From an optimization exercise on the open Yosys and OpenROAD flow, aimed at small area; shortcuts taken in it are not production practice.
In this exercise RTL edits were held to simulation tests only and were not proved equivalent to the original.
Power is estimated from default activity; no workload was simulated.

==> flow/design.v <==
package snake_pkg;
    typedef logic [4:0] cx_t;
    typedef logic [3:0] cy_t;
    localparam cx_t LAST_X = 5'd19;
    localparam cy_t LAST_Y = 4'd14;
    localparam cx_t HEAD_X  = 5'd9;    
    localparam cy_t HEAD_Y  = 4'd7;
    localparam cx_t BODY0_X = 5'd8;    
    localparam cy_t BODY0_Y = 4'd7;
    localparam cx_t BODY1_X = 5'd7;    
    localparam cy_t BODY1_Y = 4'd7;
    localparam cx_t FOOD_X  = 5'd13;   
    localparam cy_t FOOD_Y  = 4'd5;
    localparam cx_t CNT_X   = 5'd0;    
    localparam cy_t CNT_Y   = 4'd14;
    localparam int NSEG = 14;          
endpackage
`timescale 1ns/1ps
module snake_head_step (
    input  logic              Clk_Snake,
    input  logic              reset,
    input  logic [2:0]        dir,
    output snake_pkg::cx_t    hx,
    output snake_pkg::cy_t    hy
);
    always_ff @(posedge Clk_Snake or posedge reset) begin
        if (reset) begin
            hx <= snake_pkg::HEAD_X;
            hy <= snake_pkg::HEAD_Y;
        end else begin
            case (dir)
                3'd1: hy <= (hy == 4'd0) ? snake_pkg::LAST_Y : hy - 4'd1;
                3'd2: hy <= (hy == snake_pkg::LAST_Y) ? 4'd0 : hy + 4'd1;
                3'd3: hx <= (hx == 5'd0) ? snake_pkg::LAST_X : hx - 5'd1;
                3'd4: hx <= (hx == snake_pkg::LAST_X) ? 5'd0 : hx + 5'd1;
                default: ;
            endcase
        end
    end
endmodule
`timescale 1ns/1ps
module snake_body_shift (
    input  logic                              Clk_Snake,
    input  logic                              reset,
    input  logic [2:0]                        dir,
    input  snake_pkg::cx_t                    hx,
    input  snake_pkg::cy_t                    hy,
    output logic [snake_pkg::NSEG-1:0][4:0] bx,
    output logic [snake_pkg::NSEG-1:0][3:0] by,
    output logic                              same0
);
    logic shift;
    assign shift = (dir != 3'd0) && (dir != 3'd5);
    always_ff @(posedge Clk_Snake or posedge reset) begin
        if (reset) begin
            bx[0] <= snake_pkg::BODY0_X;
            by[0] <= snake_pkg::BODY0_Y;
            bx[1] <= snake_pkg::BODY1_X;
            by[1] <= snake_pkg::BODY1_Y;
            same0 <= 1'b0;
        end else if (shift) begin
            same0 <= dir[2] && dir[1];    
            bx[0] <= hx;
            by[0] <= hy;
            bx[1] <= bx[0];
            by[1] <= by[0];
        end
    end
    always_ff @(posedge Clk_Snake) begin
        if (shift) begin
            bx[snake_pkg::NSEG-1:2] <= bx[snake_pkg::NSEG-2:1];
            by[snake_pkg::NSEG-1:2] <= by[snake_pkg::NSEG-2:1];
        end
    end
endmodule
`timescale 1ns/1ps
module snake_food_keeper (
    input  logic              Clk_Snake,
    input  logic              reset,
    input  snake_pkg::cx_t    hx,
    input  snake_pkg::cy_t    hy,
    output snake_pkg::cx_t    fx,
    output snake_pkg::cy_t    fy,
    output logic [7:0]        food_count,
    output logic [3:0]        len
);
    snake_pkg::cx_t cx;    
    snake_pkg::cy_t cy;
    logic           eat;
    assign eat = (hx == fx) && (hy == fy);
    always_ff @(posedge Clk_Snake or posedge reset) begin
        if (reset) begin
            cx <= snake_pkg::CNT_X;
            cy <= snake_pkg::CNT_Y;
        end else begin
            cx <= (cx == snake_pkg::LAST_X) ? 5'd0 : cx + 5'd1;
            cy <= (cy == 4'd0) ? snake_pkg::LAST_Y : cy - 4'd1;
        end
    end
    always_ff @(posedge Clk_Snake or posedge reset) begin
        if (reset) begin
            fx         <= snake_pkg::FOOD_X;
            fy         <= snake_pkg::FOOD_Y;
            food_count <= 8'd0;
            len        <= 4'd3;
        end else if (eat) begin
            fx         <= cx;
            fy         <= cy;
            food_count <= food_count + 8'd1;
            if (len != 4'd15)
                len <= len + 4'd1;
        end
    end
endmodule
`timescale 1ns/1ps
module snake_pixel_hit (
    input  logic [9:0]                        sx,
    input  logic [9:0]                        sy,
    input  snake_pkg::cx_t                    hx,
    input  snake_pkg::cy_t                    hy,
    input  logic [snake_pkg::NSEG-1:0][4:0] bx,
    input  logic [snake_pkg::NSEG-1:0][3:0] by,
    input  logic                              same0,
    input  snake_pkg::cx_t                    fx,
    input  snake_pkg::cy_t                    fy,
    input  logic [3:0]                        len,
    output logic                              head_draw,
    output logic                              snake_draw,
    output logic                              collide,
    output logic                              food_draw
);
    logic            in_cell;
    snake_pkg::cx_t  px;
    snake_pkg::cy_t  py;
    logic [snake_pkg::NSEG-1:0] live;    
    logic [snake_pkg::NSEG-1:0] hit;
    logic [snake_pkg::NSEG-1:0] bite;
    assign px     = sx[9:5];
    assign py     = sy[8:5];
    assign in_cell = (sx[4:0] != 5'd0) && (sy[4:0] != 5'd0) && !sy[9];
    always_comb begin
        for (int i = 0; i < snake_pkg::NSEG; i++) begin
            live[i] = (i < 2) || (i + 2 <= int'(len));
            hit[i]  = live[i] && (bx[i] == px) && (by[i] == py);
            if (i == 0)
                bite[i] = same0;
            else
                bite[i] = live[i] && (bx[i] == hx) && (by[i] == hy);
        end
    end
    assign head_draw  = in_cell && (hx == px) && (hy == py);
    assign food_draw  = in_cell && (fx == px) && (fy == py);
    assign snake_draw = in_cell && (|hit);
    assign collide    = (len >= 4'd5) && (|bite);
endmodule
`timescale 1ns/1ps
module snake_game_top (
    input  logic       Clk_Snake,
    input  logic       reset,
    input  logic [9:0] sx,
    input  logic [9:0] sy,
    input  logic [2:0] dir,
    output logic       head_draw,
    output logic       snake_draw,
    output logic       collide,
    output logic       food_draw,
    output logic [7:0] food_count
);
    snake_pkg::cx_t                       hx, fx;
    snake_pkg::cy_t                       hy, fy;
    logic [snake_pkg::NSEG-1:0][4:0] bx;
    logic [snake_pkg::NSEG-1:0][3:0] by;
    logic [3:0]                           len;
    logic                                 same0;
    snake_head_step u_head_step (
        .Clk_Snake (Clk_Snake),
        .reset     (reset),
        .dir       (dir),
        .hx        (hx),
        .hy        (hy)
    );
    snake_food_keeper u_food_keeper (
        .Clk_Snake  (Clk_Snake),
        .reset      (reset),
        .hx         (hx),
        .hy         (hy),
        .fx         (fx),
        .fy         (fy),
        .food_count (food_count),
        .len        (len)
    );
    snake_body_shift u_body_shift (
        .Clk_Snake (Clk_Snake),
        .reset     (reset),
        .dir       (dir),
        .hx        (hx),
        .hy        (hy),
        .bx        (bx),
        .by        (by),
        .same0     (same0)
    );
    snake_pixel_hit u_pixel_hit (
        .sx         (sx),
        .sy         (sy),
        .hx         (hx),
        .hy         (hy),
        .bx         (bx),
        .by         (by),
        .same0      (same0),
        .fx         (fx),
        .fy         (fy),
        .len        (len),
        .head_draw  (head_draw),
        .snake_draw (snake_draw),
        .collide    (collide),
        .food_draw  (food_draw)
    );
endmodule
==> flow/flow/run.sh <==
#!/bin/bash
# Layout with the standard flow, changed in a few places:
#  - port buffers are sky130_fd_sc_hd__buf_1 (the default picks a larger cell),
#  - clock tree synthesis arguments are set here (no dummy loads),
#  - synthesis leaves adders to abc (no extract_fa / adder techmap), and its
#    abc mapping runs the area script flow/abc_area.abc (see flow/synth_area.tcl).
# The make run writes its full output to make_finish.log in the work folder.
set -euo pipefail
bash standard.sh \
    "BUFFER_PORTS_ARGS=-buffer_cell sky130_fd_sc_hd__buf_1" \
    "CTS_ARGS=-sink_clustering_enable -repair_clock_nets -dont_use_dummy_load -buf_list sky130_fd_sc_hd__clkbuf_8" \
    "ADDER_MAP_FILE=" \
    "SYNTH_SCRIPT=$PWD/flow/synth_area.tcl" \
    finish > make_finish.log 2>&1
==> flow/flow/abc_area.abc <==
&get -n
&st
&syn2
&dch -f
&nf -R 1000
&st
&syn2
&dch -f
&nf -a -R 1000
&put
==> flow/flow/synth_area.tcl <==
# The standard flow's synthesis script (synth_recipe.tcl), with one change: the abc
# technology mapping runs the area-oriented script abc_area.abc, which sits
# beside this file, instead of ORFS's abc_speed.script.
proc synth {args} { yosys synth -nofsm -noshare {*}$args }
proc abc {args} {
    set i [lsearch -exact $args -script]
    if { $i >= 0 } {
        lset args [expr { $i + 1 }] [file join [file dirname $::env(SYNTH_SCRIPT)] abc_area.abc]
    }
    yosys abc {*}$args
}
source $::env(SCRIPTS_DIR)/synth.tcl
# left out here: clear keep_hierarchy, flatten, clean up, hide names made inside functions, write 1_2_yosys.v
==> flow/standard.sh <==
#!/bin/bash
# synth_recipe.tcl (not shown) runs the flow's synth.tcl, then flattens the netlist and writes it again
# the make line also repeats each setting of config.mk as NAME=value (left out here)
make -C /OpenROAD-flow-scripts/flow DESIGN_CONFIG=/design/flow/config.mk WORK_HOME=/design/flow/orfs CLKGATE_MAP_FILE= SYNTH_SCRIPT=/design/flow/synth_recipe.tcl "${@:-finish}"
==> flow/config.mk <==
export PLATFORM = sky130hd
export DESIGN_NAME = snake_game_top
export DESIGN_NICKNAME = snake_game_top
export VERILOG_FILES = /design/flow/design.v
export SDC_FILE = /design/flow/constraint.sdc
export NUM_CORES = 4
export LEC_CHECK = 0
export CAP_MARGIN = 0
export CORE_MARGIN = 2
export CORE_UTILIZATION = 40
export SLEW_MARGIN = 0
==> flow/constraint.sdc <==
create_clock -name core_clock -period 7.0 [get_ports {Clk_Snake}]
set_input_delay 1.4000 -clock core_clock [delete_from_list [all_inputs] [get_ports {Clk_Snake}]]
set_output_delay 1.4000 -clock core_clock [all_outputs]
set_load 0.01 [all_outputs]
==> results of run 1 <==
==> logic make-up (layout without fill, tap and decap cells) <==
family,count (synthesis),after routing,share of synthesized area
AO/OA/AOI/OAI,106,106,0.0785
XOR/XNOR,246,246,0.246
buffers and inverters,36,106,0.0154
flip-flops,166,166,0.540
multiplexers,11,11,0.0140
AND/OR/NAND/NOR,173,173,0.106
==> stage by stage <==
stage                     instance area, um2   util  setup WS, ns  cells  hold slack (ns)
after floorplan                         8750      -         0.717    738            0.454
after global placement                  9380  0.434          1.92   1071            0.458
after detailed placement                9380  0.434          1.84   1071            0.463
after CTS                               9610  0.445          1.81   1088            0.476
after global routing                    9610  0.445          1.61   1088            0.516
final                                   9610  0.445          1.75   1088            0.469
==> placed cells by master, fill, tap and decap left out, drive strengths merged, types with 5 or more instances in the layout <==
| cell | n |
|---|---|
| a222oi | 5 |
| edfxtp | 108 |
| xnor2 | 134 |
| a21oi | 29 |
| xor2 | 112 |
| nand2 | 26 |
| nand3 | 19 |
| o22ai | 13 |
| o21ai | 25 |
| buf | 53 |
| nor3 | 13 |
| dfstp | 25 |
| nor2 | 23 |
| a221oi | 7 |
| nand4 | 38 |
| nor4 | 34 |
| dfrtp | 33 |
| clkbuf | 17 |
| mux2 | 10 |
| clkinv | 34 |
==> worst max-delay path: stages <==
cell	delay, ns
buf_1	0.70
clkinv_1	0.35
a22o_1	0.29
nor4_1	0.29
o2111ai_1	0.16
nand2_1	0.12
nor4_1	0.06
a21oi_1	0.28
buf_1	0.19
==> routing by layer <==
layer | part of all wire | GRT usage | vias to the layer above
li1 | - | - | 2837
met1 | 0.46 | 0.297 | 3087
met2 | 0.47 | 0.330 | 188
met3 | 0.045 | 0.0339 | 55
met4 | 0.026 | 0.0712 | 2
met5 | 0.00054 | 0 | -
==> registers in the layout (all words and copies together), names as in the netlist <==
name	cells
u_body_shift.bx	70
u_body_shift.by	56
u_food_keeper.food_count	8
u_food_keeper.cx	5
u_food_keeper.fx	5
u_head_step.hx	5
u_food_keeper.cy	4
u_food_keeper.fy	4
u_food_keeper.len	4
u_head_step.hy	4
u_body_shift.same0	1
==> power by group through the flow <==
stage	combinational, mW	sequential (mW)	clock, mW
after floorplan	0.690	1.68	0
after global placement	0.961	1.79	0
after detailed placement	0.971	1.79	0
after CTS	0.978	1.77	0.531
after global routing	1.08	1.81	0.564
final	0.983	1.78	0.519
==> area by class of cell <==
class,count,area [um2],share of cell area
Multi-Input combinational cell,536,3900,0.406
Tap cell,280,350,0.0365
Inverter,36,138,0.0143
Sequential cell,166,4730,0.492
Timing Repair Buffer,53,263,0.0273
Clock buffer,17,234,0.0243
==> worst max path at each step <==
stage	slack, ns	endpoint	depth (start not counted)	from
floorplan	0.72	u_body_shift.bx[10]	3	dir[2]
global placement	1.92	snake_draw	9	sx[6]
detailed placement	1.84	snake_draw	9	sx[7]
CTS	1.81	snake_draw	9	sx[6]
global route	1.61	collide	8	u_head_step.hy[1]
finish	1.75	snake_draw	9	sx[6]
==> cells in the mapped netlist, types with 2 or more instances <==
| cell type | instances | share of area |
|---|---|---|
| nor2b_1 | 4 | 0.0029 |
| o2111ai_1 | 2 | 0.0020 |
| nand3_1 | 19 | 0.011 |
| nor4_1 | 34 | 0.024 |
| clkinv_1 | 36 | 0.015 |
| or3_1 | 3 | 0.0021 |
| xnor2_1 | 134 | 0.13 |
| mux2_1 | 10 | 0.013 |
| edfxtp_1 | 108 | 0.37 |
| or4_1 | 3 | 0.0026 |
| and3_1 | 2 | 0.0014 |
| dfrtp_1 | 33 | 0.094 |
| a21oi_1 | 29 | 0.017 |
| dfstp_2 | 25 | 0.075 |
| a221oi_1 | 7 | 0.0070 |
| o22ai_1 | 13 | 0.0093 |
| nand2_1 | 26 | 0.011 |
| a22o_1 | 4 | 0.0040 |
| a31oi_1 | 2 | 0.0014 |
| a222oi_1 | 5 | 0.0057 |
| xor2_1 | 112 | 0.11 |
| o221ai_1 | 4 | 0.0040 |
| a21boi_0 | 3 | 0.0026 |
| o2bb2ai_1 | 2 | 0.0020 |
| o21ai_0 | 25 | 0.014 |
| nand4_1 | 38 | 0.027 |
| nor3_1 | 13 | 0.0074 |
| o21a_1 | 2 | 0.0017 |
| nand2b_1 | 4 | 0.0029 |
| nor2_1 | 23 | 0.0099 |
==> flow_summary.yaml, run 1 <==
placement:
  dp_hpwl_um: 16000
  gp_congestion: 0.935
  io_buffer_count: 36
floorplan:
  rows: 54
  design.core.area_mm2: 0.0216
  die_h_um: 152
  design.die.area_mm2: 0.0231
  die_x_um: 152
  ios: 37
  start_util: 0.405
drt:
  drt-total-wl_um: 24000
  drc_errors: 0
  drtIter0Drc: 590
  ant_nets: 0
  num_vias: 6169
  first_pass_iters: 5
  avgViaCountPerCell: 5.67
  wl_per_cell_um: 22.0
finish:
  drive_gt1_frac: 0.0780
  syn_to_final_growth_pct: 9.79
  fillers: 2010
  nets: 835
  antenna_cells: 0
pwr:
  leakage_nw: 3.25
  pwr-share-seq: 0.542
  internal-power_mw: 2.03
  clkPwrFrac: 0.158
  powerDensity_mw_per_mm2: 341
  pwr-share-comb: 0.300
  p_sw_mw: 1.25
  p_sw_frac: 0.380
  ir_worst_vdd_mv: 0.156
  fin_total_pwr_mw: 3.28
cts:
  cts_tree: "yes"
  root_buffer: "clkbuf_8"
  cts_hold_buf: 0
  cts_resized: 0
  clkSinkCount: 166
  clock_path_buffers: 2
  cts_buffers: 17
  path_clk_slew_ns: 0.07
  postCtsSetupBuffers: 0
  cts_max_level: 4
  clk-insertion-delay-late_ns: 0.47
critical_path:
  reg2reg_slack_ns: 4.37
  reg2regPathDepth: 8
  worst-setup-path-type: "in2out"
  worst-path-max-fanout: 9
  end_kind: "primary output"
  timing.rr.end: "u_food_keeper.food_count[7]"
  timing.rr.start: "u_head_step.hx[3]"
  crit_required_ns: 5.60
  crit_path_start_kind: "input pin"
  crit_arrival_ns: 3.85
global_routing:
  grt_pass1_vias: 5982
  antenna_found_initial: 1
  grtUsageTotal: 0.210
  overflow: 0
  grt_pass1_wl_um: 37100
  grt_max_degree: 80
synthesis:
  syn_area_mm2: 0.00875
  yosysUniqueCellTypes: 43
  yosys_warnings: 4
  synth_cells: 738
  synth_edf_count: 108
  synth_fp_nets: 763
  ys_seq_elements: 166
  yosysSeqAreaShare: 0.540
  avgSynthCellArea_um2: 11.9
  synth_flop_cell: "edfxtp_1"
  async_reset_ff_frac: 0.349
sta:
  worstMarginPinSlew_ns: 1.03
  rsz0062_at_grt: "no"
  fin_crit_sh: 0.750
  max_slew_margin: 0.310
  hold_viol: 0
  finalSetupViolations: 0
  fmax_ghz: 0.190
  period_minus_slack_ns: 5.25
  setup_tns_ns: 0
  fin_skew_ns: 0.0277
  drv_slew: 0
worst_hold_path:
  hold_start: "u_food_keeper.food_count[7]"
  hold_end: "u_food_keeper.food_count[7]"
  worstHoldPathType: "reg2reg"
  hold_depth: 1
job:
  maxCapViolCount: 0
status:
  status: "complete, no violations"
==> run 2, diff against run 1 <==
==> flow/flow/abc_area.abc (replaced) <==
strash
dc2
dch -f
map -a
strash
dc2
dch -f
map -a
&get -n
&st
&dch -f
&nf -a -R 1000
&put
==> flow_summary.yaml, run 2 <==
synthesis:
  post-synth-top-count-cell: "edfxtp_1"
  synthDominantCellAreaShare: 0.373
  synth_edf_count: 108
  ys_seq_elements: 166
  synth_flop_cell: "edfxtp_1"
  yosysTopAreaCell: "edfxtp_1"
  synth_area_leaders: "edfxtp_1 (37%), dfrtp_1 (9.5%), xnor2_1 (8.1%)"
  yosys_warnings: 4
  async_reset_ff_frac: 0.349
  yosysSeqAreaShare: 0.543
  synth_cells: 750
  syn_area_mm2: 0.00870
  synth_common_cells: "edfxtp_1 (108), xnor2_1 (80), xor2_1 (74)"
  synth_fp_nets: 775
  yosysUniqueCellTypes: 48
  avgSynthCellArea_um2: 11.6
sta:
  fin_crit_sh: 0.789
  timing.hold.ws_ns: 0.466
  setup_tns_ns: 0
  drv_slew: 0
  fmax_ghz: 0.181
  fin_skew_ns: 0.0225
  period_minus_slack_ns: 5.52
  rsz0062_at_grt: "no"
  hold_viol: 0
  worstMarginPinSlew_ns: 0.976
  max_slew_margin: 0.350
  finalSetupViolations: 0
cts:
  cts_tree: "yes"
  postCtsSetupBuffers: 0
  clock_path_buffers: 2
  root_buffer: "clkbuf_8"
  cts_hold_buf: 0
  cts_resized: 0
  cts_buffers: 17
  cts_max_level: 4
  path_clk_slew_ns: 0.08
  clk-insertion-delay-late_ns: 0.47
  clkSinkCount: 166
floorplan:
  design.die.area_mm2: 0.0229
  die_x_um: 151
  start_util: 0.411
  die_h_um: 151
  ios: 37
  design.core.area_mm2: 0.0212
  rows: 53
drt:
  wl_per_cell_um: 24.4
  first_pass_iters: 7
  drt-total-wl_um: 26800
  drc_errors: 0
  avgViaCountPerCell: 6.35
  drtIter0Drc: 1122
  ant_nets: 0
  num_vias: 6983
global_routing:
  grt_max_degree: 59
  grt_pass1_wl_um: 40400
  overflow: 0
  grtUsageTotal: 0.242
  grt_pass1_vias: 6640
  antenna_found_initial: 0
pwr:
  ir_worst_vdd_mv: 0.160
  powerDensity_mw_per_mm2: 338
  leakage_nw: 3.18
  fin_total_pwr_mw: 3.24
status:
  status: "complete, no violations"
finish:
  fillers: 1945
  largest_reg_flops: 70
  seqCellArea_mm2: 0.00473
  largest_registers: "u_body_shift.bx x70, u_body_shift.by x56, u_food_keeper.food_count x8"
  layoutNonFillerInstCount: 1100
  antenna_cells: 0
  mostFrequentLayoutCells: "edfxtp_1 (108), xnor2_1 (80), xor2_1 (74)"
  layout_commonest_cell: "edfxtp_1"
  largest-register: "u_body_shift.bx"
  syn_to_final_growth_pct: 10.2
  drive_gt1_frac: 0.0824
  fin_util: 0.453
  multi_input_area_mm2: 0.00375
  nets: 852
critical_path:
  critical_path.startpoint: "u_head_step.hx[0]"
  reg2reg_slack_ns: 4.16
  end_kind: "primary output"
  crit_required_ns: 5.60
  worst-path-max-fanout: 16
  timing.rr.start: "u_head_step.hx[0]"
  reg2regPathDepth: 5
  crit_path_start_kind: "flop"
  worst-setup-path-type: "reg2out"
  crit_arrival_ns: 4.12
  timing.rr.end: "u_head_step.hx[3]"
  critPathCapture: "collide"
placement:
  io_buffer_count: 36
  gp_congestion: 0.913
  dp_hpwl_um: 17900
  dp_cells: 1083
worst_hold_path:
  worstHoldPathType: "reg2reg"
  hold_start: "u_body_shift.bx[13]"
job:
  maxCapViolCount: 0
[run 2: worst min path at each step]
stage / endpoint / slack (ns) / cells after the start
finish: u_body_shift.bx[18] / 0.47 / 0
CTS: u_body_shift.bx[18] / 0.46 / 0
floorplan: u_body_shift.bx[18] / 0.43 / 0
detailed placement: u_body_shift.bx[37] / 0.45 / 0
global route: u_body_shift.bx[18] / 0.46 / 0
global placement: u_body_shift.bx[37] / 0.44 / 0
[run 2: kinds of logic after synthesis]
family | count (synthesis) | share of synthesized area
AO/OA/AOI/OAI | 210 | 0.176
XOR/XNOR | 154 | 0.155
AND/OR/NAND/NOR | 146 | 0.0832
multiplexers | 12 | 0.0155
buffers and inverters | 62 | 0.0268
flip-flops | 166 | 0.543
[run 2: critical path, cell delays in order, from the launching register on]
cell      delay [ns]
dfstp_2         0.93
clkinv_1        0.73
o22ai_1         0.37
nor2_1          0.08
nand4_1         0.09
nor3_1          0.07
a31oi_1         0.32
o41ai_1         0.20
nor4_1          0.46
a31oi_1         0.24
buf_1           0.17
[run 2: through the flow]
stage / instance area (um2) / setup slack, ns
2_1_floorplan: 8700 / 0.536
3_3_place_gp: 9350 / 1.76
3_5_place_dp: 9350 / 1.72
4_1_cts: 9590 / 1.62
5_1_grt: 9590 / 1.32
6_report: 9590 / 1.48
[run 2: report_power, final]
part	switching (mW)	internal (mW)
clock	0.309	0.214
combinational	0.612	0.433
sequential	0.354	1.32
total	1.27	1.97
[run 2: final cells by class]
class | count | area share
flip-flops and latches | 166 | 0.493
multi-input cells | 522 | 0.391
well taps | 275 | 0.0359
repair buffers | 58 | 0.0313
inverters | 62 | 0.0245
clock buffers | 17 | 0.0244
[run 2: metal layers]
metal  vias up  global-route usage  part of all wire
met3        89              0.0398             0.090
met2       443               0.376              0.46
met1      3380               0.326              0.40
li1       3071                   -                 -
met5         -                   0                 0
met4         0               0.130             0.048
==> run 3, diff against run 2 <==
==> flow/flow/run.sh (replaced) <==
#!/bin/bash
# Layout with the standard flow, changed in a few places:
#  - port buffers are sky130_fd_sc_hd__buf_2 (the default picks a larger cell),
#  - clock tree synthesis arguments are set here (no dummy loads),
#  - synthesis leaves adders to abc (no extract_fa / adder techmap), and its
#    abc mapping runs the area script flow/abc_area.abc (see flow/synth_area.tcl).
# The make run writes its full output to make_finish.log in the work folder.
set -euo pipefail
bash standard.sh \
    "BUFFER_PORTS_ARGS=-buffer_cell sky130_fd_sc_hd__buf_2" \
    "CTS_ARGS=-sink_clustering_enable -repair_clock_nets -dont_use_dummy_load -buf_list sky130_fd_sc_hd__clkbuf_8" \
    "ADDER_MAP_FILE=" \
    "SYNTH_SCRIPT=$PWD/flow/synth_area.tcl" \
    finish > make_finish.log 2>&1
==> flow_summary.yaml, run 3 <==
cts:
  root_buffer: "clkbuf_8"
  path_clk_slew_ns: 0.07
  cts_max_level: 4
  clock_path_buffers: 2
  clk-insertion-delay-late_ns: 0.49
  cts_buffers: 17
  cts_resized: 0
  cts_hold_buf: 0
  clkSinkCount: 166
  postCtsSetupBuffers: 0
  cts_tree: "yes"
critical_path:
  timing.rr.end: "u_head_step.hx[2]"
  reg2reg_slack_ns: 4.36
  crit_required_ns: 5.60
  timing.rr.start: "u_head_step.hx[3]"
  critPathCapture: "snake_draw"
  crit_path_start_kind: "input pin"
  path_buf_inv: 3
  reg2regPathDepth: 5
  worstPathCellList: "buf_2 -> clkinv_1 -> a221oi_1 -> nand3_1 -> a2111oi_0 -> o2111ai_1 -> o311ai_0 -> nor4_1 -> a21oi_1 -> buf_2"
  cp_slowest_cell: "clkinv_1"
  critical_path.startpoint: "sx[8]"
  crit_arrival_ns: 4.08
  critPathTopFamily: "compound AO/OA/AOI/OAI gates"
  worst-path-max-fanout: 14
  critical_path_cell_count: 10
  end_kind: "primary output"
  worst-setup-path-type: "in2out"
  critical-path-max-stage-delay_ns: 0.53
  cp_common_cell: "buf_2"
synthesis:
  synth_edf_count: 108
  yosysTopAreaCell: "edfxtp_1"
  synthAdderAreaFrac: 0
  synth_xor_area_frac: 0.155
  yosysUniqueCellTypes: 48
  yosys-mux-area-fraction: 0.0155
  yosys_warnings: 4
  synthSimpleGateAreaFrac: 0.0832
  synth_cells: 750
  ys_seq_elements: 166
  async_reset_ff_frac: 0.349
  post-synth-top-count-cell: "edfxtp_1"
  synth_fp_nets: 775
  synthDominantCellAreaShare: 0.373
  synth_flop_cell: "edfxtp_1"
  synth_top_family_by_area: "compound AO/OA/AOI/OAI gates"
  synth_area_leaders: "edfxtp_1 (37%), dfrtp_1 (9.5%), xnor2_1 (8.1%)"
  synth_compound_area_frac: 0.176
  avgSynthCellArea_um2: 11.6
  synth_common_cells: "edfxtp_1 (108), xnor2_1 (80), xor2_1 (74)"
  yosysSeqAreaShare: 0.543
  syn_area_mm2: 0.00870
global_routing:
  grt_max_degree: 61
  grt_pass1_vias: 6544
  overflow: 0
  grtUsageTotal: 0.246
  grt_pass1_wl_um: 41000
  antenna_found_initial: 1
placement:
  gp_congestion: 0.945
  io_buffer_count: 36
  dp_hpwl_um: 18600
  post_dp_cell_area_mm2: 0.00934
floorplan:
  design.core.area_mm2: 0.0212
  design.die.area_mm2: 0.0229
  rows: 53
  start_util: 0.411
  die_x_um: 151
  die_h_um: 151
  ios: 37
sta:
  drv_slew: 0
  hold_viol: 0
  fin_crit_sh: 0.782
  finalSetupViolations: 0
  period_minus_slack_ns: 5.48
  fmax_ghz: 0.183
  fin_skew_ns: 0.0330
  rsz0062_at_grt: "no"
  worstMarginPinSlew_ns: 0.907
  timing.hold.ws_ns: 0.471
  max_slew_margin: 0.390
  setup_tns_ns: 0
drt:
  num_vias: 6908
  drtIter0Drc: 835
  drt-total-wl_um: 27200
  first_pass_iters: 6
  drc_errors: 0
  avgViaCountPerCell: 6.33
  ant_nets: 0
  wl_per_cell_um: 24.9
finish:
  fin_util: 0.452
  largest_registers: "u_body_shift.bx x70, u_body_shift.by x56, u_food_keeper.food_count x8"
  largest_reg_flops: 70
  layout_commonest_cell: "edfxtp_1"
  largest-register: "u_body_shift.bx"
  fillers: 1923
  final_area_mm2: 0.00957
  syn_to_final_growth_pct: 10.1
  mostFrequentLayoutCells: "edfxtp_1 (108), xnor2_1 (80), xor2_1 (74)"
  antenna_cells: 0
  nets: 844
  drive_gt1_frac: 0.118
status:
  status: "complete, no violations"
job:
  maxCapViolCount: 0
pwr:
  leakage_nw: 3.26
  powerDensity_mw_per_mm2: 341
  fin_total_pwr_mw: 3.26
  ir_worst_vdd_mv: 0.118
worst_hold_path:
  worstHoldPathType: "reg2reg"
run 3: layout make-up:
| class | instances | area (um2) | share of cell area |
|---|---|---|---|
| repair buffers | 50 | 285 | 0.0298 |
| multi-input cells | 522 | 3750 | 0.391 |
| inverters | 62 | 235 | 0.0246 |
| well taps | 275 | 344 | 0.0360 |
| clock buffers | 17 | 234 | 0.0244 |
| flip-flops and latches | 166 | 4730 | 0.494 |
run 3: worst min-delay path by stage:
| stage | endpoint | cells past startpoint | from | slack, ns |
|---|---|---|---|---|
| final | u_body_shift.bx[18] | 0 | u_body_shift.bx[13] | 0.47 |
| after global routing | u_body_shift.bx[18] | 0 | u_body_shift.bx[13] | 0.49 |
| after CTS | u_body_shift.bx[18] | 0 | u_body_shift.bx[13] | 0.47 |
| after detailed placement | u_body_shift.bx[18] | 0 | u_body_shift.bx[13] | 0.45 |
| after global placement | u_body_shift.bx[18] | 0 | u_body_shift.bx[13] | 0.44 |
| after floorplan | u_body_shift.bx[18] | 0 | u_body_shift.bx[13] | 0.43 |
run 3: through the flow:
| step | cells | setup slack (ns) |
|---|---|---|
| 3_5_place_dp | 1075 | 1.59 |
| 4_1_cts | 1092 | 1.60 |
| 5_1_grt | 1092 | 1.31 |
| 6_report | 1092 | 1.52 |
| 3_3_place_gp | 1075 | 1.64 |
| 2_1_floorplan | 750 | 0.536 |
run 3: cells by family after synthesis:
group | Yosys count
compound gates | 210
flops | 166
xor+xnor | 154
simple gates | 146
buf+inv | 62
mux | 12
run 3: report_power, final:
group	internal [mW]	total (mW)	switching [mW]
Sequential	1.32	1.67	0.352
Clock	0.214	0.525	0.311
Combinational	0.445	1.07	0.622
run 3: worst reg2reg max path, cell delays in order, from the launching register on:
cell      delay [ns]
dfstp_2         0.97
clkinv_1        0.74
nand4_1         0.32
o21ai_0         0.11
o32ai_1         0.27
mux2_1          0.17
run 3: routing by layer:
layer | vias to the layer above | track usage | routed length [um]
li1 | 3045 | - | -
met1 | 3389 | 0.331 | 11200
met2 | 385 | 0.381 | 12400
met3 | 87 | 0.0494 | 2350
met4 | 2 | 0.121 | 1200
met5 | - | 0 | 11
==> run 4, diff against run 3 <==
--- a/flow/design.v
+++ b/flow/design.v
@@ -82,7 +82,7 @@
     output snake_pkg::cx_t    fx,
     output snake_pkg::cy_t    fy,
     output logic [7:0]        food_count,
-    output logic [3:0]        len
+    output logic              len_full
 );
     snake_pkg::cx_t cx;    
     snake_pkg::cy_t cy;
@@ -102,13 +102,13 @@
             fx         <= snake_pkg::FOOD_X;
             fy         <= snake_pkg::FOOD_Y;
             food_count <= 8'd0;
-            len        <= 4'd3;
+            len_full   <= 1'b0;
         end else if (eat) begin
             fx         <= cx;
             fy         <= cy;
             food_count <= food_count + 8'd1;
-            if (len != 4'd15)
-                len <= len + 4'd1;
+            if (food_count == 8'd11)
+                len_full <= 1'b1;
         end
     end
 endmodule
@@ -123,7 +123,8 @@
     input  logic                              same0,
     input  snake_pkg::cx_t                    fx,
     input  snake_pkg::cy_t                    fy,
-    input  logic [3:0]                        len,
+    input  logic [3:0]                        eaten,       
+    input  logic                              len_full,
     output logic                              head_draw,
     output logic                              snake_draw,
     output logic                              collide,
@@ -140,7 +141,7 @@
     assign in_cell = (sx[4:0] != 5'd0) && (sy[4:0] != 5'd0) && !sy[9];
     always_comb begin
         for (int i = 0; i < snake_pkg::NSEG; i++) begin
-            live[i] = (i < 2) || (i + 2 <= int'(len));
+            live[i] = (i < 2) || len_full || (i - 1 <= int'(eaten));
             hit[i]  = live[i] && (bx[i] == px) && (by[i] == py);
             if (i == 0)
                 bite[i] = same0;
@@ -151,7 +152,7 @@
     assign head_draw  = in_cell && (hx == px) && (hy == py);
     assign food_draw  = in_cell && (fx == px) && (fy == py);
     assign snake_draw = in_cell && (|hit);
-    assign collide    = (len >= 4'd5) && (|bite);
+    assign collide    = (len_full || eaten >= 4'd2) && (|bite);    
 endmodule
 `timescale 1ns/1ps
 module snake_game_top (
@@ -170,7 +171,7 @@
     snake_pkg::cy_t                       hy, fy;
     logic [snake_pkg::NSEG-1:0][4:0] bx;
     logic [snake_pkg::NSEG-1:0][3:0] by;
-    logic [3:0]                           len;
+    logic                                 len_full;
     logic                                 same0;
     snake_head_step u_head_step (
         .Clk_Snake (Clk_Snake),
@@ -187,7 +188,7 @@
         .fx         (fx),
         .fy         (fy),
         .food_count (food_count),
-        .len        (len)
+        .len_full   (len_full)
     );
     snake_body_shift u_body_shift (
         .Clk_Snake (Clk_Snake),
@@ -209,7 +210,8 @@
         .same0      (same0),
         .fx         (fx),
         .fy         (fy),
-        .len        (len),
+        .eaten      (food_count[3:0]),
+        .len_full   (len_full),
         .head_draw  (head_draw),
         .snake_draw (snake_draw),
         .collide    (collide),
==> flow/flow/run.sh (replaced) <==
#!/bin/bash
# Layout with the standard flow, changed in a few places:
#  - port buffers are sky130_fd_sc_hd__buf_1 (the default picks a larger cell),
#  - clock tree synthesis arguments are set here (no dummy loads),
#  - synthesis leaves adders to abc (no extract_fa / adder techmap), and its
#    abc mapping runs the area script flow/abc_area.abc (see flow/synth_area.tcl).
# The make run writes its full output to make_finish.log in the work folder.
set -euo pipefail
bash standard.sh \
    "BUFFER_PORTS_ARGS=-buffer_cell sky130_fd_sc_hd__buf_1" \
    "CTS_ARGS=-sink_clustering_enable -repair_clock_nets -dont_use_dummy_load -buf_list sky130_fd_sc_hd__clkbuf_8" \
    "ADDER_MAP_FILE=" \
    "SYNTH_SCRIPT=$PWD/flow/synth_area.tcl" \
    finish > make_finish.log 2>&1
==> flow_summary.yaml, run 4 <==
synthesis:
  yosys_warnings: 4
  yosysTopAreaCell: "edfxtp_1"
  yosysUniqueCellTypes: 45
  synth_cells: 762
  synth_common_cells: "edfxtp_1 (108), xnor2_1 (84), xor2_1 (81)"
  ys_seq_elements: 163
  synthDominantCellAreaShare: 0.376
  synth_fp_nets: 787
  async_reset_ff_frac: 0.337
  avgSynthCellArea_um2: 11.3
  yosysSeqAreaShare: 0.539
  post-synth-top-count-cell: "edfxtp_1"
  synth_area_leaders: "edfxtp_1 (38%), dfrtp_1 (9.3%), xnor2_1 (8.5%)"
  synth_flop_cell: "edfxtp_1"
  synth_edf_count: 108
  syn_area_mm2: 0.00862
sta:
  max_slew_margin: 0.422
  hold_viol: 0
  rsz0062_at_grt: "no"
  setup_tns_ns: 0
  fin_skew_ns: 0.0255
  period_minus_slack_ns: 5.41
  fin_crit_sh: 0.773
  finalSetupViolations: 0
  fmax_ghz: 0.185
  drv_slew: 0
  worstMarginPinSlew_ns: 0.867
critical_path:
  worst-setup-path-type: "reg2out"
  end_kind: "primary output"
  worst-path-max-fanout: 16
  crit_required_ns: 5.60
  critical-path-max-stage-delay_ns: 0.90
  crit_arrival_ns: 4.01
  worstPathCellList: "clkinv_1 -> a222oi_1 -> o2111ai_1 -> nor4_1 -> o21ai_0 -> nand4_1 -> a311oi_1 -> a21oi_1 -> buf_1"
  cp_slowest_cell: "dfstp_2"
  crit_path_start_kind: "flop"
cts:
  path_clk_slew_ns: 0.09
  clk-insertion-delay-late_ns: 0.47
  cts_tree: "yes"
  root_buffer: "clkbuf_8"
  clock_path_buffers: 2
  cts_hold_buf: 0
  postCtsSetupBuffers: 0
  cts_buffers: 17
  cts_max_level: 4
  clkSinkCount: 163
  cts_resized: 0
pwr:
  ir_worst_vdd_mv: 0.224
  p_sw_mw: 1.14
  pwr-share-comb: 0.311
  clkPwrFrac: 0.176
  powerDensity_mw_per_mm2: 311
  p_sw_frac: 0.386
  pwr-share-seq: 0.513
  internal-power_mw: 1.82
  leakage_nw: 3.18
drt:
  drc_errors: 0
  wl_met3_um: 2750
  dr_wl_met2_um: 12000
  wl_per_cell_um: 23.9
  drt-total-wl_um: 26600
  ant_nets: 0
  wl_met1_um: 10800
  avgViaCountPerCell: 6.16
  first_pass_iters: 5
  drtIter0Drc: 1058
  top_layer_used: "met4"
  num_vias: 6853
finish:
  layout_commonest_cell: "edfxtp_1"
  largest_reg_flops: 70
  largest_registers: "u_body_shift.bx x70, u_body_shift.by x56, u_food_keeper.food_count x8"
  nets: 865
  mostFrequentLayoutCells: "edfxtp_1 (108), xnor2_1 (84), xor2_1 (81)"
  layoutNonFillerInstCount: 1113
  syn_to_final_growth_pct: 10.4
  final_area_mm2: 0.00952
  largest-register: "u_body_shift.bx"
  drive_gt1_frac: 0.0800
  antenna_cells: 0
floorplan:
  die_h_um: 151
  start_util: 0.409
  design.core.area_mm2: 0.0211
  ios: 37
  rows: 53
  die_x_um: 151
  design.die.area_mm2: 0.0227
global_routing:
  grt_pass1_wl_um: 40100
  antenna_found_initial: 0
  grt_pass1_vias: 6503
  overflow: 0
  grt_max_degree: 65
  grtUsageTotal: 0.241
placement:
  post_dp_cell_area_mm2: 0.00929
  dp_hpwl_um: 17600
  io_buffer_count: 36
  gp_congestion: 0.953
  dp_cells: 1096
worst_hold_path:
  worstHoldPathType: "reg2reg"
job:
  maxCapViolCount: 0
status:
  status: "complete, no violations"
[run 4: cell count changes after synthesis, sizes merged, moves of 6 or more]
| cell | before | now |
|---|---|---|
| a2111oi | 13 | 6 |
| a21oi | 25 | 33 |
| nand2 | 32 | 44 |
| xor2 | 74 | 81 |
| o2111ai | 13 | 7 |
| a22oi | 12 | 5 |
| nor4 | 19 | 30 |
[run 4: path summary, 6_finish.rpt]
path	slack (ns)	depth (start not counted)	start	to
max reg2reg	3.67	8	u_head_step.hx[0]	u_food_keeper.food_count[7]
min in group asynchronous	1.09	3	reset	u_food_keeper.cy[0]
max	1.59	9	u_head_step.hy[1]	collide
max in group asynchronous	5.42	3	reset	u_food_keeper.fy[3]
min	0.45	0	u_body_shift.by[19]	u_body_shift.by[23]
min reg2reg	0.45	0	u_body_shift.by[19]	u_body_shift.by[23]
[run 4: critical path: cells and delay by family (launching register included)]
| kind | cells | cell delay (ns) |
|---|---|---|
| compound gates | 5 | 1.20 |
| buf+inv | 2 | 0.96 |
| flops | 1 | 0.90 |
| simple gates | 2 | 0.48 |
[run 4: cell families (layout without fill, tap and decap cells)]
logic type / after synthesis / in the layout / synth area share
muxes: 8 / 8 / 0.0104
xor gates and xnor gates: 165 / 165 / 0.168
buffers and inverters: 59 / 135 / 0.0257
DFF: 163 / 163 / 0.539
and+or+nand+nor: 172 / 172 / 0.0982
AOI/OAI and AO/OA: 195 / 195 / 0.159
[run 4: metrics by stage]
step                      power (mW)  worst slack [ns]  utilization  hold WS, ns
after floorplan                 2.03             0.491            -        0.435
final                           2.96              1.59        0.451        0.450
after detailed placement        2.41              1.86        0.440        0.449
after global routing            3.09              1.55        0.451        0.468
after CTS                       2.93              1.66        0.451        0.450
after global placement          2.42              1.95        0.440        0.446
[run 4: final cells by class]
class | count | area (um2)
inverter | 59 | 224
multi-input combinational | 540 | 3760
clock buffer | 17 | 234
fill | 1960 | 11600
sequential | 163 | 4650
tap | 275 | 344
timing repair buffer | 59 | 308
[run 4: metal layers]
metal / GRT usage / vias to the layer above
met5: 0 / -
met4: 0.0986 / 0
met3: 0.0687 / 77
met2: 0.367 / 434
met1: 0.325 / 3271
li1: - / 3071
[run 4: power by group through the flow]
stage          clock, mW  combinational (mW)  sequential, mW
2_1_floorplan          0               0.568            1.46
3_3_place_gp           0               0.887            1.53
3_5_place_dp           0               0.889            1.53
4_1_cts            0.530               0.894            1.51
5_1_grt            0.572               0.989            1.53
6_report           0.522               0.919            1.52
==> run 5, diff against run 4 <==
--- a/flow/flow/run.sh
+++ b/flow/flow/run.sh
@@ -8,7 +8,7 @@
 set -euo pipefail
 bash standard.sh \
     "BUFFER_PORTS_ARGS=-buffer_cell sky130_fd_sc_hd__buf_1" \
-    "CTS_ARGS=-sink_clustering_enable -repair_clock_nets -dont_use_dummy_load -buf_list sky130_fd_sc_hd__clkbuf_8" \
+    "CTS_ARGS=-sink_clustering_enable -repair_clock_nets -dont_use_dummy_load -buf_list sky130_fd_sc_hd__clkbuf_8 -sink_clustering_size 30 -sink_clustering_max_diameter 60" \
     "ADDER_MAP_FILE=" \
     "SYNTH_SCRIPT=$PWD/flow/synth_area.tcl" \
     finish > make_finish.log 2>&1
==> flow_summary.yaml, run 5 <==
critical_path:
  critical-path-max-stage-delay_ns: 0.90
  worst-setup-path-type: "reg2out"
  path_buf_inv: 2
  critPathTopFamily: "compound AO/OA/AOI/OAI gates"
  crit_required_ns: 5.60
  worstPathCellList: "clkinv_1 -> a222oi_1 -> o2111ai_1 -> nor4_1 -> o21ai_0 -> nand4_1 -> a311oi_1 -> a21oi_1 -> buf_1"
  critical_path.startpoint: "u_head_step.hy[1]"
  timing.rr.start: "u_head_step.hx[0]"
  crit_arrival_ns: 4.01
  crit_path_start_kind: "flop"
  worst-path-max-fanout: 16
  end_kind: "primary output"
  cp_slowest_cell: "dfstp_2"
drt:
  drt-total-wl_um: 26600
  drtIter0Drc: 1058
  drc_errors: 0
  wl_per_cell_um: 23.9
  ant_nets: 0
  avgViaCountPerCell: 6.16
  num_vias: 6853
  first_pass_iters: 5
cts:
  clock_path_buffers: 2
  cts_tree: "yes"
  cts_resized: 0
  path_clk_slew_ns: 0.09
  cts_max_level: 4
  cts_buffers: 17
  root_buffer: "clkbuf_8"
  postCtsSetupBuffers: 0
  clk-insertion-delay-late_ns: 0.47
  clkSinkCount: 163
  cts_hold_buf: 0
sta:
  fmax_ghz: 0.185
  period_minus_slack_ns: 5.41
  setup_tns_ns: 0
  finalSetupViolations: 0
  drv_slew: 0
  hold_viol: 0
  max_slew_margin: 0.422
  fin_skew_ns: 0.0255
  worstMarginPinSlew_ns: 0.867
  rsz0062_at_grt: "no"
  setup_slack_ns: 1.59
  fin_crit_sh: 0.773
placement:
  dp_cells: 1096
  preCtsSetupSlack_ns: 1.86
  gp_congestion: 0.953
  dp_hpwl_um: 17600
  io_buffer_count: 36
floorplan:
  rows: 53
  start_util: 0.409
  die_x_um: 151
  design.core.area_mm2: 0.0211
  design.die.area_mm2: 0.0227
  ios: 37
  die_h_um: 151
synthesis:
  yosysTopAreaCell: "edfxtp_1"
  avgSynthCellArea_um2: 11.3
  yosysUniqueCellTypes: 45
  synth_common_cells: "edfxtp_1 (108), xnor2_1 (84), xor2_1 (81)"
  synth_fp_nets: 787
  synth_cells: 762
  post-synth-top-count-cell: "edfxtp_1"
  synth_area_leaders: "edfxtp_1 (38%), dfrtp_1 (9.3%), xnor2_1 (8.5%)"
  async_reset_ff_frac: 0.337
  syn_area_mm2: 0.00862
  ys_seq_elements: 163
  synth_flop_cell: "edfxtp_1"
  synthDominantCellAreaShare: 0.376
  yosys_warnings: 4
  yosysSeqAreaShare: 0.539
  synth_edf_count: 108
finish:
  fin_util: 0.451
  antenna_cells: 0
  layoutNonFillerInstCount: 1113
  fillers: 1960
  drive_gt1_frac: 0.0800
  largest_registers: "u_body_shift.bx x70, u_body_shift.by x56, u_food_keeper.food_count x8"
  syn_to_final_growth_pct: 10.4
  layout_commonest_cell: "edfxtp_1"
  largest-register: "u_body_shift.bx"
  nets: 865
  largest_reg_flops: 70
  mostFrequentLayoutCells: "edfxtp_1 (108), xnor2_1 (84), xor2_1 (81)"
job:
  maxCapViolCount: 0
worst_hold_path:
  worstHoldPathType: "reg2reg"
  hold_start: "u_body_shift.by[19]"
global_routing:
  antenna_found_initial: 0
  grtUsageMet2: 0.367
  grt_busiest_layer: "met2"
  grt_pass1_wl_um: 40100
  met1_usage: 0.325
  use_met3: 0.0687
  overflow: 0
  grt_pass1_vias: 6503
  grt_max_degree: 65
  grtUsageTotal: 0.241
status:
  status: "complete, no violations"
pwr:
  powerDensity_mw_per_mm2: 311
  ir_worst_vdd_mv: 0.224
  leakage_nw: 3.18
  fin_total_pwr_mw: 2.96
==> run 5: path summary, 6_finish.rpt <==
kind / endpoint / slack [ns] / cells after the start
hold reg to reg: u_body_shift.by[23] / 0.45 / 0
hold / removal: u_body_shift.by[23] / 0.45 / 0
max in group asynchronous: u_food_keeper.fy[3] / 5.42 / 3
setup / recovery: collide / 1.59 / 9
min in group asynchronous: u_food_keeper.cy[0] / 1.09 / 3
setup reg to reg: u_food_keeper.food_count[7] / 3.67 / 8
==> run 5: kinds of logic (layout without fill, tap and decap cells) <==
family,Yosys count,in the layout,synth area share
AOI/OAI and AO/OA,195,195,0.159
muxes,8,8,0.0104
buffers and inverters,59,135,0.0257
xor gates and xnor gates,165,165,0.168
DFF,163,163,0.539
and+or+nand+nor,172,172,0.0982
==> run 5: final cells by class <==
cell class | count | area [um2] | share of cell area
Clock buffer | 17 | 234 | 0.0246
Multi-Input combinational cell | 540 | 3760 | 0.395
Timing Repair Buffer | 59 | 308 | 0.0323
Tap cell | 275 | 344 | 0.0361
Inverter | 59 | 224 | 0.0235
Sequential cell | 163 | 4650 | 0.488
==> run 5: per-stage QoR <==
stage,hold WS (ns),area (um2)
floorplan,0.435,8620
global placement,0.446,9290
detailed placement,0.449,9290
CTS,0.450,9520
global route,0.468,9520
finish,0.450,9520
==> run 5: worst register-to-register path: cells and delay by family (launching register included) <==
| family | cells | cell delay [ns] |
|---|---|---|
| compound gates | 1 | 0.52 |
| flops | 1 | 0.97 |
| simple gates | 4 | 0.65 |
| buf+inv | 2 | 0.94 |
| xor+xnor | 1 | 0.13 |
==> run 5: power breakdown <==
group / internal [mW] / switching (mW) / leakage [nW] / total, mW
clock network: 0.214 / 0.308 / 0.122 / 0.522
registers: 1.24 / 0.275 / 1.71 / 1.52
logic: 0.360 / 0.559 / 1.34 / 0.919
==> run 5: metal layers <==
metal | part of all wire | routed length [um] | up-vias
met4 | 0.037 | 992 | 0
met5 | 0 | 0 | -
met2 | 0.45 | 12000 | 434
met3 | 0.10 | 2750 | 77
li1 | - | - | 3071
met1 | 0.41 | 10800 | 3271
==> run 6, diff against run 5 <==
==> flow/flow/run.sh (replaced) <==
#!/bin/bash
# Layout with the standard flow, changed in a few places:
#  - port buffers are sky130_fd_sc_hd__buf_2 (the default picks a larger cell),
#  - clock tree synthesis arguments are set here (no dummy loads),
#  - synthesis leaves adders to abc (no extract_fa / adder techmap), and its
#    abc mapping runs the area script flow/abc_area.abc (see flow/synth_area.tcl).
# The make run writes its full output to make_finish.log in the work folder.
set -euo pipefail
bash standard.sh \
    "BUFFER_PORTS_ARGS=-buffer_cell sky130_fd_sc_hd__buf_2" \
    "CTS_ARGS=-repair_clock_nets -dont_use_dummy_load -buf_list sky130_fd_sc_hd__clkbuf_8" \
    "ADDER_MAP_FILE=" \
    "SYNTH_SCRIPT=$PWD/flow/synth_area.tcl" \
    finish > make_finish.log 2>&1
==> flow_summary.yaml, run 6 <==
drt:
  ant_nets: 0
  drt-total-wl_um: 27100
  avgViaCountPerCell: 6.26
  first_pass_iters: 9
  num_vias: 6919
  wl_per_cell_um: 24.5
  drtIter0Drc: 1077
  drc_errors: 0
finish:
  largest-register: "u_body_shift.bx"
  syn_to_final_growth_pct: 10.2
  antenna_cells: 0
  nets: 857
  layoutNonFillerInstCount: 1105
  fillers: 2028
  fin_util: 0.451
  layout_commonest_cell: "edfxtp_1"
  final_area_mm2: 0.00951
  largest_reg_flops: 70
  mostFrequentLayoutCells: "edfxtp_1 (108), xnor2_1 (84), xor2_1 (81)"
  drive_gt1_frac: 0.114
  largest_registers: "u_body_shift.bx x70, u_body_shift.by x56, u_food_keeper.food_count x8"
critical_path:
  cp_slowest_cell: "dfstp_2"
  end_kind: "primary output"
  crit_required_ns: 5.60
  critical-path-max-stage-delay_ns: 0.91
  crit_path_start_kind: "flop"
  timing.rr.end: "u_food_keeper.fx[1]"
  worst-setup-path-type: "reg2out"
  worstPathCellList: "clkinv_1 -> a222oi_1 -> o2111ai_1 -> nor4_1 -> o21ai_0 -> nand4_1 -> a311oi_1 -> a21oi_1 -> buf_2"
  reg2regPathDepth: 5
  worst-path-max-fanout: 16
  reg2reg_slack_ns: 3.92
  crit_arrival_ns: 3.96
  timing.rr.start: "u_head_step.hx[0]"
synthesis:
  avgSynthCellArea_um2: 11.3
  post-synth-top-count-cell: "edfxtp_1"
  synthDominantCellAreaShare: 0.376
  synth_fp_nets: 787
  synth_edf_count: 108
  yosys_warnings: 4
  synth_cells: 762
  synth_flop_cell: "edfxtp_1"
  yosysSeqAreaShare: 0.539
  yosysTopAreaCell: "edfxtp_1"
  async_reset_ff_frac: 0.337
  syn_area_mm2: 0.00862
  synth_area_leaders: "edfxtp_1 (38%), dfrtp_1 (9.3%), xnor2_1 (8.5%)"
  ys_seq_elements: 163
  yosysUniqueCellTypes: 45
  synth_common_cells: "edfxtp_1 (108), xnor2_1 (84), xor2_1 (81)"
cts:
  path_clk_slew_ns: 0.09
  cts_tree: "yes"
  clkSinkCount: 163
  postCtsSetupBuffers: 0
  clk-insertion-delay-late_ns: 0.47
  cts_max_level: 4
  cts_hold_buf: 0
  root_buffer: "clkbuf_8"
  clock_path_buffers: 2
  cts_buffers: 17
  cts_resized: 0
sta:
  finalSetupViolations: 0
  max_slew_margin: 0.406
  fin_crit_sh: 0.766
  fmax_ghz: 0.187
  period_minus_slack_ns: 5.36
  drv_slew: 0
  setup_tns_ns: 0
  fin_skew_ns: 0.0282
  hold_viol: 0
  rsz0062_at_grt: "no"
  worstMarginPinSlew_ns: 0.882
floorplan:
  design.core.area_mm2: 0.0211
  start_util: 0.409
  die_x_um: 151
  design.die.area_mm2: 0.0227
  ios: 37
  die_h_um: 151
  rows: 53
placement:
  io_buffer_count: 36
  post_dp_cell_area_mm2: 0.00927
  gp_congestion: 0.924
  dp_cells: 1088
  dp_hpwl_um: 17800
pwr:
  leakage_nw: 3.26
  fin_total_pwr_mw: 2.97
  ir_worst_vdd_mv: 0.165
  powerDensity_mw_per_mm2: 313
global_routing:
  grt_busiest_layer: "met2"
  grtUsageTotal: 0.245
  grt_pass1_vias: 6630
  grt_max_degree: 56
  grtUsageMet2: 0.389
  overflow: 0
  use_met3: 0.0461
  met1_usage: 0.330
  antenna_found_initial: 0
  grt_pass1_wl_um: 40700
status:
  status: "complete, no violations"
worst_hold_path:
  worstHoldPathType: "reg2reg"
  hold_depth: 0
  hold_start: "u_body_shift.by[19]"
  hold_end: "u_body_shift.by[23]"
job:
  maxCapViolCount: 0
[run 6: cell counts after synthesis]
Identical to the previous run, type by type.
[run 6: through the flow]
step           hold slack (ns)  setup slack [ns]
3_3_place_gp             0.445              1.90
2_1_floorplan            0.435             0.491
4_1_cts                  0.489              1.79
3_5_place_dp             0.451              1.83
6_report                 0.487              1.64
5_1_grt                  0.493              1.61
[run 6: worst max-delay path by stage]
stage / from / endpoint / slack, ns / cells past startpoint
finish: u_head_step.hy[1] / collide / 1.64 / 9
global route: sy[5] / snake_draw / 1.61 / 11
CTS: u_head_step.hy[1] / collide / 1.79 / 9
detailed placement: sy[5] / snake_draw / 1.83 / 11
global placement: sy[5] / snake_draw / 1.90 / 11
floorplan: dir[0] / u_body_shift.bx[10] / 0.49 / 4
[run 6: cell type report]
class,instances,area [um2],area share
multi-input cells,540,3760,0.396
repair buffers,51,293,0.0308
flip-flops and latches,163,4650,0.489
inverters,59,224,0.0236
clock buffers,17,234,0.0246
well taps,275,344,0.0362
[run 6: worst max-delay path: cells and delay by family, from the launching register on]
| kind | cells | cell delay (ns) |
|---|---|---|
| compound gates | 5 | 1.20 |
| buf+inv | 2 | 0.95 |
| flops | 1 | 0.91 |
| simple gates | 2 | 0.42 |
[run 6: routing by layer]
metal / part of all wire / wire [um]
met1: 0.42 / 11300
met2: 0.46 / 12500
met3: 0.086 / 2340
met4: 0.036 / 987
met5: 0 / 0
[run 6: power by group]
part           internal (mW)  leakage, nW  switching [mW]
Combinational          0.367         1.42           0.583
Clock                  0.215        0.122           0.317
Sequential              1.24         1.71           0.250
Total                   1.82         3.26            1.15
[run 6: kinds of logic (layout without fill, tap and decap cells)]
logic type / after synthesis / count (layout) / synth area share
flops: 163 / 163 / 0.539
compound gates: 195 / 195 / 0.159
simple gates: 172 / 172 / 0.0982
buf+inv: 59 / 127 / 0.0257
xor+xnor: 165 / 165 / 0.168
mux: 8 / 8 / 0.0104
==> run 7, diff against run 6 <==
--- a/flow/flow/run.sh
+++ b/flow/flow/run.sh
@@ -8,7 +8,7 @@
 set -euo pipefail
 bash standard.sh \
     "BUFFER_PORTS_ARGS=-buffer_cell sky130_fd_sc_hd__buf_2" \
-    "CTS_ARGS=-repair_clock_nets -dont_use_dummy_load -buf_list sky130_fd_sc_hd__clkbuf_8" \
+    "CTS_ARGS=-sink_clustering_enable -repair_clock_nets -dont_use_dummy_load -buf_list sky130_fd_sc_hd__clkbuf_8" \
     "ADDER_MAP_FILE=" \
     "SYNTH_SCRIPT=$PWD/flow/synth_area.tcl" \
     finish > make_finish.log 2>&1
==> flow_summary.yaml, run 7 <==
sta:
  rsz0062_at_grt: "no"
  timing.hold.ws_ns: 0.487
  fin_skew_ns: 0.0282
  drv_slew: 0
  finalSetupViolations: 0
  worstMarginPinSlew_ns: 0.882
  fmax_ghz: 0.187
  max_slew_margin: 0.406
  fin_crit_sh: 0.766
  period_minus_slack_ns: 5.36
  setup_tns_ns: 0
  setup_slack_ns: 1.64
  hold_viol: 0
global_routing:
  overflow: 0
  grt_max_degree: 56
  grtUsageTotal: 0.245
  grt_pass1_vias: 6630
  antenna_found_initial: 0
  grt_pass1_wl_um: 40700
synthesis:
  synth_fp_nets: 787
  yosysSeqAreaShare: 0.539
  synth_area_leaders: "edfxtp_1 (38%), dfrtp_1 (9.3%), xnor2_1 (8.5%)"
  synthDominantCellAreaShare: 0.376
  post-synth-top-count-cell: "edfxtp_1"
  synth_edf_count: 108
  synth_common_cells: "edfxtp_1 (108), xnor2_1 (84), xor2_1 (81)"
  yosysUniqueCellTypes: 45
  synth_cells: 762
  syn_area_mm2: 0.00862
  yosysTopAreaCell: "edfxtp_1"
  yosys_warnings: 4
  avgSynthCellArea_um2: 11.3
  synth_flop_cell: "edfxtp_1"
  async_reset_ff_frac: 0.337
  ys_seq_elements: 163
cts:
  clk-insertion-delay-late_ns: 0.47
  cts_resized: 0
  cts_tree: "yes"
  clkSinkCount: 163
  root_buffer: "clkbuf_8"
  path_clk_slew_ns: 0.09
  clock_path_buffers: 2
  postCtsSetupBuffers: 0
  cts_buffers: 17
  cts_hold_buf: 0
  cts_max_level: 4
critical_path:
  timing.rr.end: "u_food_keeper.fx[1]"
  end_kind: "primary output"
  cp_slowest_cell: "dfstp_2"
  critPathTopFamily: "compound AO/OA/AOI/OAI gates"
  critical-path-max-stage-delay_ns: 0.91
  crit_path_start_kind: "flop"
  reg2reg_slack_ns: 3.92
  worst-setup-path-type: "reg2out"
  reg2regPathDepth: 5
  crit_required_ns: 5.60
  timing.rr.start: "u_head_step.hx[0]"
  path_buf_inv: 2
  worst-path-max-fanout: 16
  crit_arrival_ns: 3.96
  worstPathCellList: "clkinv_1 -> a222oi_1 -> o2111ai_1 -> nor4_1 -> o21ai_0 -> nand4_1 -> a311oi_1 -> a21oi_1 -> buf_2"
finish:
  layout_commonest_cell: "edfxtp_1"
  fillers: 2028
  mostFrequentLayoutCells: "edfxtp_1 (108), xnor2_1 (84), xor2_1 (81)"
  final_area_mm2: 0.00951
  antenna_cells: 0
  nets: 857
  largest-register: "u_body_shift.bx"
  drive_gt1_frac: 0.114
  largest_reg_flops: 70
  largest_registers: "u_body_shift.bx x70, u_body_shift.by x56, u_food_keeper.food_count x8"
  syn_to_final_growth_pct: 10.2
floorplan:
  design.core.area_mm2: 0.0211
  die_h_um: 151
  rows: 53
  die_x_um: 151
  ios: 37
  start_util: 0.409
  design.die.area_mm2: 0.0227
worst_hold_path:
  hold_depth: 0
  hold_end: "u_body_shift.by[23]"
  worstHoldPathType: "reg2reg"
  hold_start: "u_body_shift.by[19]"
drt:
  first_pass_iters: 9
  num_vias: 6919
  drtIter0Drc: 1077
  drc_errors: 0
  drt-total-wl_um: 27100
  avgViaCountPerCell: 6.26
  ant_nets: 0
  wl_per_cell_um: 24.5
placement:
  post_dp_cell_area_mm2: 0.00927
  preCtsSetupSlack_ns: 1.83
  gp_congestion: 0.924
  io_buffer_count: 36
  dp_hpwl_um: 17800
pwr:
  ir_worst_vdd_mv: 0.165
  leakage_nw: 3.26
  fin_total_pwr_mw: 2.97
  powerDensity_mw_per_mm2: 313
job:
  maxCapViolCount: 0
status:
  status: "complete, no violations"
## run 7: cell counts after synthesis
No cell type changed its count.
## run 7: layout make-up
cell class,instances,area [um2],area share
clock buffer,17,234,0.0246
inverter,59,224,0.0236
timing repair buffer,51,293,0.0308
sequential,163,4650,0.489
tap,275,344,0.0362
multi-input combinational,540,3760,0.396
## run 7: logic make-up (layout without fill, tap and decap cells)
family | count (synthesis) | count (layout) | synth area share
flip-flops | 163 | 163 | 0.539
multiplexers | 8 | 8 | 0.0104
AO/OA/AOI/OAI | 195 | 195 | 0.159
AND/OR/NAND/NOR | 172 | 172 | 0.0982
XOR/XNOR | 165 | 165 | 0.168
buffers and inverters | 59 | 127 | 0.0257
## run 7: where the power goes
part / total, mW / switching (mW) / internal (mW)
sequential: 1.49 / 0.250 / 1.24
clock: 0.531 / 0.317 / 0.215
combinational: 0.950 / 0.583 / 0.367
total: 2.97 / 1.15 / 1.82
## run 7: worst max-delay path by stage
| stage | slack, ns | start | cells past startpoint | endpoint |
|---|---|---|---|---|
| floorplan | 0.49 | dir[0] | 4 | u_body_shift.bx[10] |
| global placement | 1.90 | sy[5] | 11 | snake_draw |
| detailed placement | 1.83 | sy[5] | 11 | snake_draw |
| CTS | 1.79 | u_head_step.hy[1] | 9 | collide |
| global route | 1.61 | sy[5] | 11 | snake_draw |
| finish | 1.64 | u_head_step.hy[1] | 9 | collide |
## run 7: metal layers
| layer | GRT usage | part of all wire | vias up |
|---|---|---|---|
| met3 | 0.0461 | 0.086 | 75 |
| li1 | - | - | 3046 |
| met1 | 0.330 | 0.42 | 3384 |
| met5 | 0 | 0 | - |
| met4 | 0.103 | 0.036 | 0 |
| met2 | 0.389 | 0.46 | 414 |
## run 7: worst reg2reg max path, cell delays in order, from the launching register on
cell,delay [ns]
dfstp_2,0.97
clkinv_1,0.62
a221o_1,0.51
nor4_2,0.19
buf_4,0.31
mux2_1,0.35
## run 7: metrics by stage
stage	cells	util
2_1_floorplan	762	-
3_3_place_gp	1088	0.440
3_5_place_dp	1088	0.440
4_1_cts	1105	0.451
5_1_grt	1105	0.451
6_report	1105	0.451

[afterwards: timing with drivers on the ports]
No port has a modelled driver above. Below, the same layouts with a new extraction and two added sets of constraints. Step 1 assumes that a clkbuf_16 drives the clock port and a buf_2 every other input. Step 2 moves the port delays by t, midway between the first and last clock arrival at a register: inputs arrive t later, outputs are due t later. That takes back most of the time a late clock gives input paths. a / b / c = no drivers / after step 1 / after step 2; a / b = the first two.
| run | t, ns | slack for setup (ns) | worst setup path at the end | pins driven straight from the clock port |
|---|---|---|---|---|
| run 1 | 0.491 | 1.749 / 1.712 / 1.712 | input to output | 1 |
| run 2 | 0.495 | 1.479 / 1.437 / 1.576 | input to output | 1 |
| run 3 | 0.504 | 1.523 / 1.490 / 1.490 | input to output | 1 |
| run 4 | 0.496 | 1.590 / 1.549 / 1.824 | input to output | 1 |
| run 5 | 0.496 | 1.590 / 1.549 / 1.824 | input to output | 1 |
| run 6 | 0.494 | 1.638 / 1.598 / 1.696 | input to output | 1 |
| run 7 | 0.494 | 1.638 / 1.598 / 1.696 | input to output | 1 |
After both steps every run listed still meets setup and hold. The setup slack of run 1, which loses most, moves by -0.037 ns with the drivers and by -0.037 ns with both steps.
